Context: an optimization exercise on an open-source flow, tuned for small area, a short achievable clock period and few clock cycles per item. The choices shown serve that exercise and are no tape-out recipe.
Where RTL was checked, it was by simulation tests only, not by an equivalence proof against the original.
Power is estimated from default activity; no workload was simulated.

yarrow:
==> flow/design.v (excerpt) <==
module segmented_sum_top3_tracker #(
  parameter int unsigned SUM_WIDTH = 32,
  parameter int unsigned TOP_COUNT = 3
) (
  input  logic                    clk_i,
  input  logic                    rst_ni,
  input  logic                    in_valid_i,
  output logic                    in_ready_o,
  input  logic [sst3_pkg::CharWidth-1:0]    in_char_i,
  input  logic                    in_eoi_i,
  output logic                    out_valid_o,
  input  logic                    out_ready_i,
  output logic [sst3_pkg::LargestWidth-1:0] out_largest_o,
  output logic [sst3_pkg::TopSumWidth-1:0]  out_top3_o,
  output logic                    out_closed_o
);
  localparam int unsigned SW     = 32;
  localparam int unsigned ARCH_L = 0;
  localparam int unsigned ARCH_G = 0;
  localparam int unsigned ARCH_D = 0;
  localparam int unsigned ARCH_S = 0;
  function automatic logic gt_tree(input logic [SW-1:0] a, input logic [SW-1:0] b);
    logic [SW-1:0] g, t;
    g = a & ~b;
    t = a | ~b;
    for (int w = SW / 2; w >= 1; w = w / 2) begin
      for (int i = 0; i < w; i++) begin
        g[i] = g[2*i+1] | (t[2*i+1] & g[2*i]);
        t[i] = g[2*i+1] | (t[2*i+1] & t[2*i]);
      end
    end
    gt_tree = g[0];
  endfunction
  typedef struct packed {
    logic       eoi;
    logic       dig;
    logic       nl;
    logic [3:0] d;
  } byte_t;
  byte_t in_dec;
  assign in_dec.eoi = in_eoi_i;
  ...
Size in the first run: about 260 flip-flops, about 82 I/O pins, ~16,000 sq um of cells after synthesis.
==> module sst3_add, before the edit <==
module sst3_add #(
  parameter int unsigned W    = 32,
  parameter int unsigned ARCH = 0,
  parameter bit          LATE = 1'b0
) (
  input  logic [W-1:0] a_i,
  input  logic [W-1:0] b_i,
  input  logic         c_i,
  output logic [W-1:0] s_o,
  output logic         c_o
);
  localparam int unsigned L = $clog2(W);
  logic [W-1:0] p, g0;
  logic [W-1:0] gg [L+1];
  logic [W-1:0] pp [L+1];
  logic [W:0]   c;
  assign p  = a_i ^ b_i;
  assign g0 = a_i & b_i;
  always_comb begin
    gg[0] = g0;
    pp[0] = p;
    if (!LATE) gg[0][0] = g0[0] | (p[0] & c_i);
    for (int l = 1; l <= L; l++) begin
      gg[l] = gg[l-1];
      pp[l] = pp[l-1];
    end
    if (ARCH == 0) begin
      for (int l = 0; l < L; l++) begin
        for (int i = 0; i < W; i++) begin
          if ((i >> l) & 1) begin
            gg[l+1][i] = gg[l][i] | (pp[l][i] & gg[l][((i >> l) << l) - 1]);
            pp[l+1][i] = pp[l][i] & pp[l][((i >> l) << l) - 1];
          end else begin
            gg[l+1][i] = gg[l][i];
            pp[l+1][i] = pp[l][i];
          end
        end
      end
    end else if (ARCH == 1) begin
      for (int l = 0; l < L; l++) begin
        for (int i = 0; i < W; i++) begin
          if (((i + 1) % (2 << l)) == 0) begin
            gg[L][i] = gg[L][i] | (pp[L][i] & gg[L][i - (1 << l)]);
            pp[L][i] = pp[L][i] & pp[L][i - (1 << l)];
          end
        end
      end
      for (int l = L - 2; l >= 0; l--) begin
        for (int i = 0; i < W; i++) begin
          if (((i + 1) % (2 << l)) == (1 << l) && i >= (2 << l)) begin
            gg[L][i] = gg[L][i] | (pp[L][i] & gg[L][i - (1 << l)]);
            pp[L][i] = pp[L][i] & pp[L][i - (1 << l)];
          end
        end
      end
    end else begin
      for (int i = 1; i < W; i++) begin
        gg[L][i] = gg[L][i] | (pp[L][i] & gg[L][i-1]);
      end
    end
  end
  always_comb begin
    c[0] = c_i;
    for (int i = 0; i < W; i++) c[i+1] = LATE ? (gg[L][i] | (pp[L][i] & c_i)) : gg[L][i];
  end
  assign s_o = p ^ c[W-1:0];
  assign c_o = c[W];
endmodule
export LEC_CHECK = 0
export ABC_CLOCK_PERIOD_IN_PS = 3000
export CAP_MARGIN = 20
export CORE_MARGIN = 8
export CORE_UTILIZATION = 40
export SLEW_MARGIN = 20
create_clock -name core_clock -period 9.0 [get_ports {clk_i}]
standard.sh (not shown) runs the stock make flow with config.mk's settings and CLKGATE_MAP_FILE= SYNTH_SCRIPT=/design/flow/synth_recipe.tcl, a recipe that flattens the netlist after the stock synthesis.
==> flow/flow/run.sh <==
#!/bin/bash
set -euo pipefail
MARGIN=6.0
PORT_BUF=sky130_fd_sc_hd__buf_2
CTS="-sink_clustering_enable -repair_clock_nets -sink_clustering_size 30 -sink_clustering_max_diameter 80 -buf_list {sky130_fd_sc_hd__clkbuf_8 sky130_fd_sc_hd__clkbuf_16} -dont_use_dummy_load"
bash standard.sh synth > synth.log 2>&1
bash standard.sh "SETUP_SLACK_MARGIN=$MARGIN" "BUFFER_PORTS_ARGS=-buffer_cell $PORT_BUF" "CTS_ARGS=$CTS" finish > layout.log 2>&1
yarrow has completed all stages; timing, DRC and antenna checks passed.
Edits applied to the flow inputs when going from yarrow to onyx:
diff --git a/flow/design.v b/flow/design.v
--- a/flow/design.v
+++ b/flow/design.v
@@ -19,5 +19,6 @@
   output logic         c_o
 );
-  localparam int unsigned L = $clog2(W);
+  localparam int unsigned L = (W <= 2) ? 1 : (W <= 4) ? 2 : (W <= 8) ? 3 : (W <= 16) ? 4 :
+                              (W <= 32) ? 5 : (W <= 64) ? 6 : 7;
   logic [W-1:0] p, g0;
   logic [W-1:0] gg [L+1];
Results
Diff onyx..yarrow | total setup buffers inserted after CTS | unchanged. onyx -> yarrow: period utilization delta 0, exact match. onyx and yarrow ended up with nearly the same all-layer global routing usage. onyx -> yarrow: power consumption delta 0, exact match. Status: clock share of power parity (yarrow, onyx). yarrow -> onyx: maximum fanout encountered on the critical timing path delta 0, exact match. Diff yarrow -> onyx: number of max-slew violations in the final report held, clock sink total held.
Testbench counts of onyx, summed over its fixed seeds: cycles 50,275, items 50,243.
No functional check of the RTL was part of yarrow.

---

## the previous run
Another version of the RTL of segmented_sum_top3_tracker (not shown whole).
Size: roughly 1800 cells after synthesis, roughly 260 flip-flops, ~82 I/O pins, ~16000 um2 of cells after synthesis.
==> module segmented_sum_top3_tracker, before the edit <==
module segmented_sum_top3_tracker #(
  parameter int unsigned SUM_WIDTH = 32,
  parameter int unsigned TOP_COUNT = 3
) (
  input  logic                    clk_i,
  input  logic                    rst_ni,
  input  logic                    in_valid_i,
  output logic                    in_ready_o,
  input  logic [sst3_pkg::CharWidth-1:0]    in_char_i,
  input  logic                    in_eoi_i,
  output logic                    out_valid_o,
  input  logic                    out_ready_i,
  output logic [sst3_pkg::LargestWidth-1:0] out_largest_o,
  output logic [sst3_pkg::TopSumWidth-1:0]  out_top3_o,
  output logic                    out_closed_o
);
  localparam int unsigned SW     = 32;
  localparam int unsigned ARCH_L = 0;
  localparam int unsigned ARCH_G = 0;
  localparam int unsigned ARCH_D = 0;
  localparam int unsigned ARCH_S = 0;
  function automatic logic gt_tree(input logic [SW-1:0] a, input logic [SW-1:0] b);
    logic [SW-1:0] g, t;
    g = a & ~b;
    t = a | ~b;
    for (int w = SW / 2; w >= 1; w = w / 2) begin
      for (int i = 0; i < w; i++) begin
        g[i] = g[2*i+1] | (t[2*i+1] & g[2*i]);
        t[i] = g[2*i+1] | (t[2*i+1] & t[2*i]);
      end
    end
    gt_tree = g[0];
  endfunction
  typedef struct packed {
    logic       eoi;
    logic       dig;
    logic       nl;
    logic [3:0] d;
  } byte_t;
  byte_t in_dec;
  assign in_dec.eoi = in_eoi_i;
  assign in_dec.dig = !in_eoi_i && (in_char_i[7:4] == 4'h3) && (!in_char_i[3] || (in_char_i[2:1] == 2'b00));
  assign in_dec.nl  = !in_eoi_i && (in_char_i == sst3_pkg::CharNewline);
  assign in_dec.d   = in_char_i[3:0];
  logic  adv;
  logic  v1, vs;
  logic  v2, c2, i2;
  logic  v3, c3, i3;
  logic  v4, c4;
  byte_t b1, bs;
  logic  acc;
  assign adv        = !v4 || out_ready_i;
  assign in_ready_o = !vs;
  assign acc        = in_valid_i && !vs;
  always_ff @(posedge clk_i or negedge rst_ni) begin
    if (!rst_ni) begin
      v1 <= 1'b0;
      vs <= 1'b0;
    end else begin
      if (adv || !v1) v1 <= vs || acc;
      vs <= !adv && (vs || (v1 && acc));
    end
  end
  always_ff @(posedge clk_i) begin
    if (adv || !v1) b1 <= vs ? bs : in_dec;
    if (!vs) bs <= in_dec;
  end
  logic [SW-1:0] line_q, group_q;
  logic          line_sat_q, group_sat_q;
  logic          has_q, open_q;
  logic          a1;
  logic          line_end, close_grp, ins_grp;
  logic [SW-1:0] line_val, line_ten;
  logic          line_ovf;
  logic [4:0]    line_lo;
  logic [SW-5:0] line_hi;
  logic [SW-1:0] group_val, add_a, add_s;
  logic          add_c;
  logic [SW-1:0] top0_q, top1_q, top2_q;
  assign a1        = adv && v1;
  assign line_end  = b1.nl || b1.eoi;
  assign close_grp = b1.eoi || (b1.nl && !has_q);
  assign ins_grp   = close_grp && (has_q || open_q);
  assign line_lo = {1'b0, line_q[0], 3'b000} + {1'b0, line_q[2:0], 1'b0} + {1'b0, b1.d};
  sst3_add #(.W(SW-4), .ARCH(ARCH_L), .LATE(1'b1)) u_line_add (
    .a_i(line_q[SW-4:1]), .b_i(line_q[SW-2:3]), .c_i(line_lo[4]), .s_o(line_hi), .c_o()
  );
  assign line_ten = {line_hi, line_lo[3:0]};
  assign line_ovf = gt_tree(line_q, 32'd429496729) || ((line_q == 32'd429496729) && (b1.d > 4'd5));
  assign line_val = line_q | {SW{line_sat_q}};
  assign group_val = group_q | {SW{group_sat_q}};
  assign add_a = open_q ? group_q : '0;
  sst3_add #(.W(SW), .ARCH(ARCH_G)) u_group_add (
    .a_i(add_a), .b_i(line_val), .c_i(1'b0), .s_o(add_s), .c_o(add_c)
  );
  always_ff @(posedge clk_i or negedge rst_ni) begin
    if (!rst_ni) begin
      line_q      <= '0;
      line_sat_q  <= 1'b0;
      has_q       <= 1'b0;
      open_q      <= 1'b0;
      group_sat_q <= 1'b0;
    end else if (a1) begin
      if (b1.dig) begin
        line_q     <= line_ten;
        line_sat_q <= line_sat_q || line_ovf;
        has_q      <= 1'b1;
      end else if (line_end) begin
        line_q     <= '0;
        line_sat_q <= 1'b0;
        has_q      <= 1'b0;
      end
      if (line_end && has_q) group_sat_q <= (open_q && group_sat_q) || add_c;
      if (close_grp) open_q <= 1'b0;
      else if (line_end && has_q) open_q <= 1'b1;
    end
  end
  always_ff @(posedge clk_i) begin
    if (a1 && line_end && has_q) group_q <= add_s;
  end
  always_ff @(posedge clk_i or negedge rst_ni) begin
    if (!rst_ni) begin
      v2 <= 1'b0;
      c2 <= 1'b0;
      i2 <= 1'b0;
      v3 <= 1'b0;
      c3 <= 1'b0;
      i3 <= 1'b0;
      v4 <= 1'b0;
    end else if (adv) begin
      v2 <= v1;
      c2 <= v1 && close_grp;
      i2 <= v1 && ins_grp;
      v3 <= v2;
      c3 <= c2;
      i3 <= i2;
      v4 <= v3;
    end
  end
  always_ff @(posedge clk_i) begin
    if (adv) c4 <= c3;
  end
  logic [SW+1:0] sum_q;
  logic [SW-1:0] diff_d, diff_q;
  logic          gt0_d, gt0_q, gt1_q, gt2_q;
  sst3_add #(.W(SW), .ARCH(ARCH_D)) u_diff_add (
    .a_i(group_val), .b_i(~top0_q), .c_i(1'b0), .s_o(diff_d), .c_o(gt0_d)
  );
  always_ff @(posedge clk_i) begin
    diff_q <= diff_d;
    gt0_q  <= gt0_d;
    gt1_q <= gt_tree(group_val, top1_q);
    gt2_q <= gt_tree(group_val, top2_q);
  end
  logic [SW+1:0] sum_new;
  sst3_add #(.W(SW+2), .ARCH(ARCH_S)) u_sum_add (
    .a_i(sum_q), .b_i({2'b00, diff_q}), .c_i(1'b1), .s_o(sum_new), .c_o()
  );
  always_ff @(posedge clk_i or negedge rst_ni) begin
    if (!rst_ni) begin
      top0_q <= '0;
      top1_q <= '0;
      top2_q <= '0;
      sum_q  <= '0;
    end else if (adv && i3 && gt0_q) begin
      top2_q <= gt2_q ? group_val : top2_q;
      top1_q <= gt2_q ? top2_q : (gt1_q ? group_val : top1_q);
      top0_q <= gt1_q ? top1_q : group_val;
      sum_q  <= sum_new;
    end
  end
  assign out_valid_o   = v4;
  assign out_largest_o = top2_q;
  assign out_top3_o    = sum_q;
  assign out_closed_o  = c4;
endmodule
clock: 9.0 ns
lec_check: 0
abc_clock_period_in_ps: 3000
cap_margin: 20
core_margin: 8
core_utilization: 40
slew_margin: 20
Scripts as last shown in full above: flow/flow/run.sh
### the previous run -> the current run
-- flow/design.v --
<<< the previous run, line 96
  localparam int unsigned ARCH_L = 0;
  localparam int unsigned ARCH_G = 0;
  localparam int unsigned ARCH_D = 0;
  localparam int unsigned ARCH_S = 0;
  function automatic logic gt_tree(input logic [SW-1:0] a, input logic [SW-1:0] b);
>>> the current run, line 96
  localparam int unsigned ARCH_L = 0;
  localparam int unsigned ARCH_G = 0;
  localparam int unsigned ARCH_S = 0;
  function automatic logic gt_tree(input logic [SW-1:0] a, input logic [SW-1:0] b);
<<< the previous run, line 153
  logic [4:0]    line_lo;
  logic [SW-5:0] line_hi;
  logic [SW-1:0] group_val, add_a, add_s;
  logic          add_c;
  logic [SW-1:0] top0_q, top1_q, top2_q;
>>> the current run, line 152
  logic [4:0]    line_lo;
  logic [SW-5:0] line_hi;
  logic [SW-1:0] group_val, add_a, add_b, add_s;
  logic          add_c;
  logic [SW-1:0] top0_q, top1_q, top2_q;
<<< the previous run, line 168
  assign line_val = line_q | {SW{line_sat_q}};
  assign group_val = group_q | {SW{group_sat_q}};
  assign add_a = open_q ? group_q : '0;
  sst3_add #(.W(SW), .ARCH(ARCH_G)) u_group_add (
    .a_i(add_a), .b_i(line_val), .c_i(1'b0), .s_o(add_s), .c_o(add_c)
  );
  always_ff @(posedge clk_i or negedge rst_ni) begin
>>> the current run, line 167
  assign line_val = line_q | {SW{line_sat_q}};
  assign group_val = group_q | {SW{group_sat_q}};
  assign add_a = i2 ? group_val : (open_q ? group_q : '0);
  assign add_b = i2 ? ~top0_q : line_val;
  sst3_add #(.W(SW), .ARCH(ARCH_G)) u_group_add (
    .a_i(add_a), .b_i(add_b), .c_i(1'b0), .s_o(add_s), .c_o(add_c)
  );
  always_ff @(posedge clk_i or negedge rst_ni) begin
<<< the previous run, line 220
  end
  logic [SW+1:0] sum_q;
  logic [SW-1:0] diff_d, diff_q;
  logic          gt0_d, gt0_q, gt1_q, gt2_q;
  sst3_add #(.W(SW), .ARCH(ARCH_D)) u_diff_add (
    .a_i(group_val), .b_i(~top0_q), .c_i(1'b0), .s_o(diff_d), .c_o(gt0_d)
  );
  always_ff @(posedge clk_i) begin
    diff_q <= diff_d;
    gt0_q  <= gt0_d;
    gt1_q <= gt_tree(group_val, top1_q);
    gt2_q <= gt_tree(group_val, top2_q);
>>> the current run, line 220
  end
  logic [SW+1:0] sum_q;
  logic [SW-1:0] diff_q;
  logic          gt0_q, gt1_q, gt2_q;
  always_ff @(posedge clk_i) begin
    if (adv) begin
      diff_q <= add_s;
      gt0_q  <= add_c;
    end
    gt1_q <= gt_tree(group_val, top1_q);
    gt2_q <= gt_tree(group_val, top2_q);
--- outcome ---
Relative to the previous run, total non-filler cell area in the finished layout has gone down in the current run. The previous run → the current run: internal power went up 55%; average cell area after synthesis now larger. Fraction of area in clock buffers and inverters: the previous run vs the current run, no meaningful difference. Die outline area shrinks slightly when moving from the previous run to the current run. The tap cell count reported for the current run is smaller than that of the previous run by 7. | post-detailed-placement half-perimeter wirelength | the current run vs the previous run | about 16% higher |. Measured against the previous run, the number of vias per cell of the current run comes out at 1.08 times the reference value. Compared with the previous run, in the current run critical path depth went up, sequential share of layout area now sits higher. On worst setup margin, the current run does worse than the previous run. Compound-cell area share of the yosys netlist came out higher on the current run than on the previous run.
No run of this note included a check of the RTL's function; only the layout flow was run.

---

== T ==
The RTL this note starts from:
==> flow/design.v <==
package sst3_pkg;
  localparam int unsigned CharWidth    = 8;
  localparam int unsigned LargestWidth = 32;
  localparam int unsigned TopSumWidth  = 34;
  localparam int unsigned DigitWidth   = 4;
  localparam logic [CharWidth-1:0] CharZero    = 8'h30;
  localparam logic [CharWidth-1:0] CharNine    = 8'h39;
  localparam logic [CharWidth-1:0] CharNewline = 8'h0A;
endpackage
module sst3_add #(
  parameter int unsigned W    = 32,
  parameter int unsigned ARCH = 0,
  parameter bit          LATE = 1'b0
) (
  input  logic [W-1:0] a_i,
  input  logic [W-1:0] b_i,
  input  logic         c_i,
  output logic [W-1:0] s_o,
  output logic         c_o
);
  localparam int unsigned L = $clog2(W);
  logic [W-1:0] p, g0;
  logic [W-1:0] gg [L+1];
  logic [W-1:0] pp [L+1];
  logic [W:0]   c;
  assign p  = a_i ^ b_i;
  assign g0 = a_i & b_i;
  always_comb begin
    gg[0] = g0;
    pp[0] = p;
    if (!LATE) gg[0][0] = g0[0] | (p[0] & c_i);
    for (int l = 1; l <= L; l++) begin
      gg[l] = gg[l-1];
      pp[l] = pp[l-1];
    end
    if (ARCH == 0) begin
      for (int l = 0; l < L; l++) begin
        for (int i = 0; i < W; i++) begin
          if ((i >> l) & 1) begin
            gg[l+1][i] = gg[l][i] | (pp[l][i] & gg[l][((i >> l) << l) - 1]);
            pp[l+1][i] = pp[l][i] & pp[l][((i >> l) << l) - 1];
          end else begin
            gg[l+1][i] = gg[l][i];
            pp[l+1][i] = pp[l][i];
          end
        end
      end
    end else if (ARCH == 1) begin
      for (int l = 0; l < L; l++) begin
        for (int i = 0; i < W; i++) begin
          if (((i + 1) % (2 << l)) == 0) begin
            gg[L][i] = gg[L][i] | (pp[L][i] & gg[L][i - (1 << l)]);
            pp[L][i] = pp[L][i] & pp[L][i - (1 << l)];
          end
        end
      end
      for (int l = L - 2; l >= 0; l--) begin
        for (int i = 0; i < W; i++) begin
          if (((i + 1) % (2 << l)) == (1 << l) && i >= (2 << l)) begin
            gg[L][i] = gg[L][i] | (pp[L][i] & gg[L][i - (1 << l)]);
            pp[L][i] = pp[L][i] & pp[L][i - (1 << l)];
          end
        end
      end
    end else begin
      for (int i = 1; i < W; i++) begin
        gg[L][i] = gg[L][i] | (pp[L][i] & gg[L][i-1]);
      end
    end
  end
  always_comb begin
    c[0] = c_i;
    for (int i = 0; i < W; i++) c[i+1] = LATE ? (gg[L][i] | (pp[L][i] & c_i)) : gg[L][i];
  end
  assign s_o = p ^ c[W-1:0];
  assign c_o = c[W];
endmodule
module segmented_sum_top3_tracker #(
  parameter int unsigned SUM_WIDTH = 32,
  parameter int unsigned TOP_COUNT = 3
) (
  input  logic                    clk_i,
  input  logic                    rst_ni,
  input  logic                    in_valid_i,
  output logic                    in_ready_o,
  input  logic [sst3_pkg::CharWidth-1:0]    in_char_i,
  input  logic                    in_eoi_i,
  output logic                    out_valid_o,
  input  logic                    out_ready_i,
  output logic [sst3_pkg::LargestWidth-1:0] out_largest_o,
  output logic [sst3_pkg::TopSumWidth-1:0]  out_top3_o,
  output logic                    out_closed_o
);
  localparam int unsigned SW     = 32;
  localparam int unsigned ARCH_L = 0;
  localparam int unsigned ARCH_G = 0;
  localparam int unsigned ARCH_S = 0;
  function automatic logic gt_tree(input logic [SW-1:0] a, input logic [SW-1:0] b);
    logic [SW-1:0] g, e;
    g = a & ~b;
    e = ~(a ^ b);
    for (int w = SW / 2; w >= 1; w = w / 2) begin
      for (int i = 0; i < w; i++) begin
        g[i] = g[2*i+1] | (e[2*i+1] & g[2*i]);
        e[i] = e[2*i+1] & e[2*i];
      end
    end
    gt_tree = g[0];
  endfunction
  typedef struct packed {
    logic       eoi;
    logic       dig;
    logic       nl;
    logic [3:0] d;
  } byte_t;
  byte_t in_dec;
  assign in_dec.eoi = in_eoi_i;
  assign in_dec.dig = !in_eoi_i && (in_char_i[7:4] == 4'h3) && (!in_char_i[3] || (in_char_i[2:1] == 2'b00));
  assign in_dec.nl  = !in_eoi_i && (in_char_i == sst3_pkg::CharNewline);
  assign in_dec.d   = in_char_i[3:0];
  logic  adv;
  logic  v1, vs, v2, c2, v3, closed3;
  byte_t b1, bs;
  logic  acc;
  assign adv        = !v3 || out_ready_i;
  assign in_ready_o = !vs;
  assign acc        = in_valid_i && !vs;
  always_ff @(posedge clk_i or negedge rst_ni) begin
    if (!rst_ni) begin
      v1 <= 1'b0;
      vs <= 1'b0;
    end else begin
      if (adv || !v1) v1 <= vs || acc;
      vs <= !adv && (vs || (v1 && acc));
    end
  end
  always_ff @(posedge clk_i) begin
    if (adv || !v1) b1 <= vs ? bs : in_dec;
    if (!vs) bs <= in_dec;
  end
  logic [SW-1:0] line_q, group_q;
  logic          has_q;
  logic          a1, a2;
  logic          line_end, close_grp;
  logic [SW-1:0] line_ten, line_sat;
  logic          line_ovf;
  logic [4:0]    line_lo;
  logic [SW-5:0] line_hi;
  logic [SW-1:0] group_add;
  logic          group_cy;
  logic [SW-1:0] group_sat;
  assign a1        = adv && v1;
  assign a2        = adv && v2 && c2;
  assign line_end  = b1.nl || b1.eoi;
  assign close_grp = b1.eoi || (b1.nl && !has_q);
  assign line_lo = {1'b0, line_q[0], 3'b000} + {1'b0, line_q[2:0], 1'b0} + {1'b0, b1.d};
  sst3_add #(.W(SW-4), .ARCH(ARCH_L), .LATE(1'b1)) u_line_add (
    .a_i(line_q[SW-4:1]), .b_i(line_q[SW-2:3]), .c_i(line_lo[4]), .s_o(line_hi), .c_o()
  );
  assign line_ten = {line_hi, line_lo[3:0]};
  assign line_ovf = gt_tree(line_q, 32'd429496729) || ((line_q == 32'd429496729) && (b1.d > 4'd5));
  assign line_sat = line_ovf ? '1 : line_ten;
  sst3_add #(.W(SW), .ARCH(ARCH_G)) u_group_add (
    .a_i(group_q), .b_i(line_q), .c_i(1'b0), .s_o(group_add), .c_o(group_cy)
  );
  assign group_sat = group_cy ? '1 : group_add;
  always_ff @(posedge clk_i or negedge rst_ni) begin
    if (!rst_ni) begin
      line_q  <= '0;
      has_q   <= 1'b0;
      group_q <= '0;
    end else begin
      if (a1 && b1.dig) begin
        line_q <= line_sat;
        has_q  <= 1'b1;
      end else if (a1 && line_end) begin
        line_q <= '0;
        has_q  <= 1'b0;
      end
      if (a1 && line_end && has_q) group_q <= group_sat;
      else if (a2) group_q <= '0;
    end
  end
  always_ff @(posedge clk_i or negedge rst_ni) begin
    if (!rst_ni) begin
      v2 <= 1'b0;
      c2 <= 1'b0;
      v3 <= 1'b0;
    end else if (adv) begin
      v2 <= v1;
      c2 <= v1 && close_grp;
      v3 <= v2;
    end
  end
  always_ff @(posedge clk_i) begin
    if (adv) closed3 <= c2;
  end
  logic [SW-1:0] top0_q, top1_q, top2_q;
  logic [SW+1:0] sum_q;
  logic          gt0, gt1, gt2;
  logic [SW+1:0] s_x, s_y, s_z, s_sum, s_car, s_new;
  assign gt0 = gt_tree(group_q, top0_q);
  assign gt1 = gt_tree(group_q, top1_q);
  assign gt2 = gt_tree(group_q, top2_q);
  assign s_x   = sum_q;
  assign s_y   = {2'b00, group_q};
  assign s_z   = {2'b11, ~top0_q};
  assign s_sum = s_x ^ s_y ^ s_z;
  assign s_car = {(s_x[SW:0] & s_y[SW:0]) | (s_x[SW:0] & s_z[SW:0]) | (s_y[SW:0] & s_z[SW:0]), 1'b0};
  sst3_add #(.W(SW+2), .ARCH(ARCH_S)) u_sum_add (
    .a_i(s_sum), .b_i(s_car), .c_i(1'b1), .s_o(s_new), .c_o()
  );
  always_ff @(posedge clk_i or negedge rst_ni) begin
    if (!rst_ni) begin
      top0_q <= '0;
      top1_q <= '0;
      top2_q <= '0;
      sum_q  <= '0;
    end else if (a2 && gt0) begin
      top2_q <= gt2 ? group_q : top2_q;
      top1_q <= gt2 ? top2_q : (gt1 ? group_q : top1_q);
      top0_q <= gt1 ? top1_q : group_q;
      sum_q  <= s_new;
    end
  end
  assign out_valid_o   = v3;
  assign out_largest_o = top2_q;
  assign out_top3_o    = sum_q;
  assign out_closed_o  = closed3;
endmodule
Settings: LEC_CHECK=0, ABC_CLOCK_PERIOD_IN_PS=3000, CAP_MARGIN=20, CORE_MARGIN=8, CORE_UTILIZATION=40, SETUP_SLACK_MARGIN=5, SLEW_MARGIN=20; clock period 9.0 ns.
run.sh (not shown) runs the stock make flow with config.mk's settings and CLKGATE_MAP_FILE= SYNTH_SCRIPT=/design/flow/synth_recipe.tcl, a recipe that flattens the netlist after the stock synthesis.
Stock flow here: none of the scripts above is used.
diff inputs: T => Q
-- flow/design.v --
<<< T, line 97
  localparam int unsigned ARCH_S = 0;
  function automatic logic gt_tree(input logic [SW-1:0] a, input logic [SW-1:0] b);
    logic [SW-1:0] g, e;
    g = a & ~b;
    e = ~(a ^ b);
    for (int w = SW / 2; w >= 1; w = w / 2) begin
      for (int i = 0; i < w; i++) begin
        g[i] = g[2*i+1] | (e[2*i+1] & g[2*i]);
        e[i] = e[2*i+1] & e[2*i];
      end
    end
>>> Q, line 97
  localparam int unsigned ARCH_S = 0;
  function automatic logic gt_tree(input logic [SW-1:0] a, input logic [SW-1:0] b);
    logic [SW-1:0] g, t;
    g = a & ~b;
    t = a | ~b;
    for (int w = SW / 2; w >= 1; w = w / 2) begin
      for (int i = 0; i < w; i++) begin
        g[i] = g[2*i+1] | (t[2*i+1] & g[2*i]);
        t[i] = g[2*i+1] | (t[2*i+1] & t[2*i]);
      end
    end
Notes after the runs:
Number of cells in the finished layout apart from fillers: Q vs T up about 1.6%
Looking at highest-delay cell along the critical path, the fa_2 result is from T; the fa_1 one comes from Q.
Summary of the comparison: net switching share of the total power is lower in Q, relative to T.
T and Q ended up with nearly the same post-detailed-placement half-perimeter wirelength.
Total global-route track usage ends up higher on Q.
The final wirelength in Q sits 8.6% above the value recorded for T.
| utilization | Q vs T | 0.91 points higher |
Relative to T, number of gates on the worst path with buffers counted has gone up in Q.
As of Q, total number of vias had risen by a few percent compared to T.
No functional check of the RTL was part of any run of this note.

## re-timing with driven ports
Ports are ideal in the flow. The routed layouts listed here were re-timed in OpenROAD.
Step 1, drivers: a clkbuf_16 drives clk_i and a buf_2 each remaining input, both assumed.
Step 2 also shifts input and output timing later by t, the mid clock arrival at the registers, as if the neighbouring blocks saw the same clock.
a / b / c = ideal ports / drivers / drivers and shift; a / b = the first two.
| run | t (ns) | setup WS [ns] | clock arrival spread, ns | worst slew at a driven data input, ns | pins driven straight from the clock port |
|---|---|---|---|---|---|
| yarrow | 0.552 | 5.730 / 5.730 / 5.574 | 0.036 / 0.035 | 0.04 | 1 |
| onyx | 0.552 | 5.730 / 5.730 / 5.574 | 0.036 / 0.035 | 0.04 | 1 |
| the previous run | 0.559 | 5.561 / 5.561 / 5.507 | 0.062 / 0.062 | 0.04 | 1 |
| the current run | 0.569 | 5.373 / 5.373 / 5.373 | 0.053 / 0.053 | 0.04 | 1 |
| T | 0.591 | 5.019 / 5.019 / 4.653 | 0.039 / 0.038 | 0.04 | 1 |
| Q | 0.587 | 4.999 / 4.999 / 4.528 | 0.025 / 0.026 | 0.04 | 1 |
After both steps every run listed still meets setup and hold. For Q, which loses most, drivers alone change the setup slack by 0.000 ns; drivers and shift together by -0.471 ns.
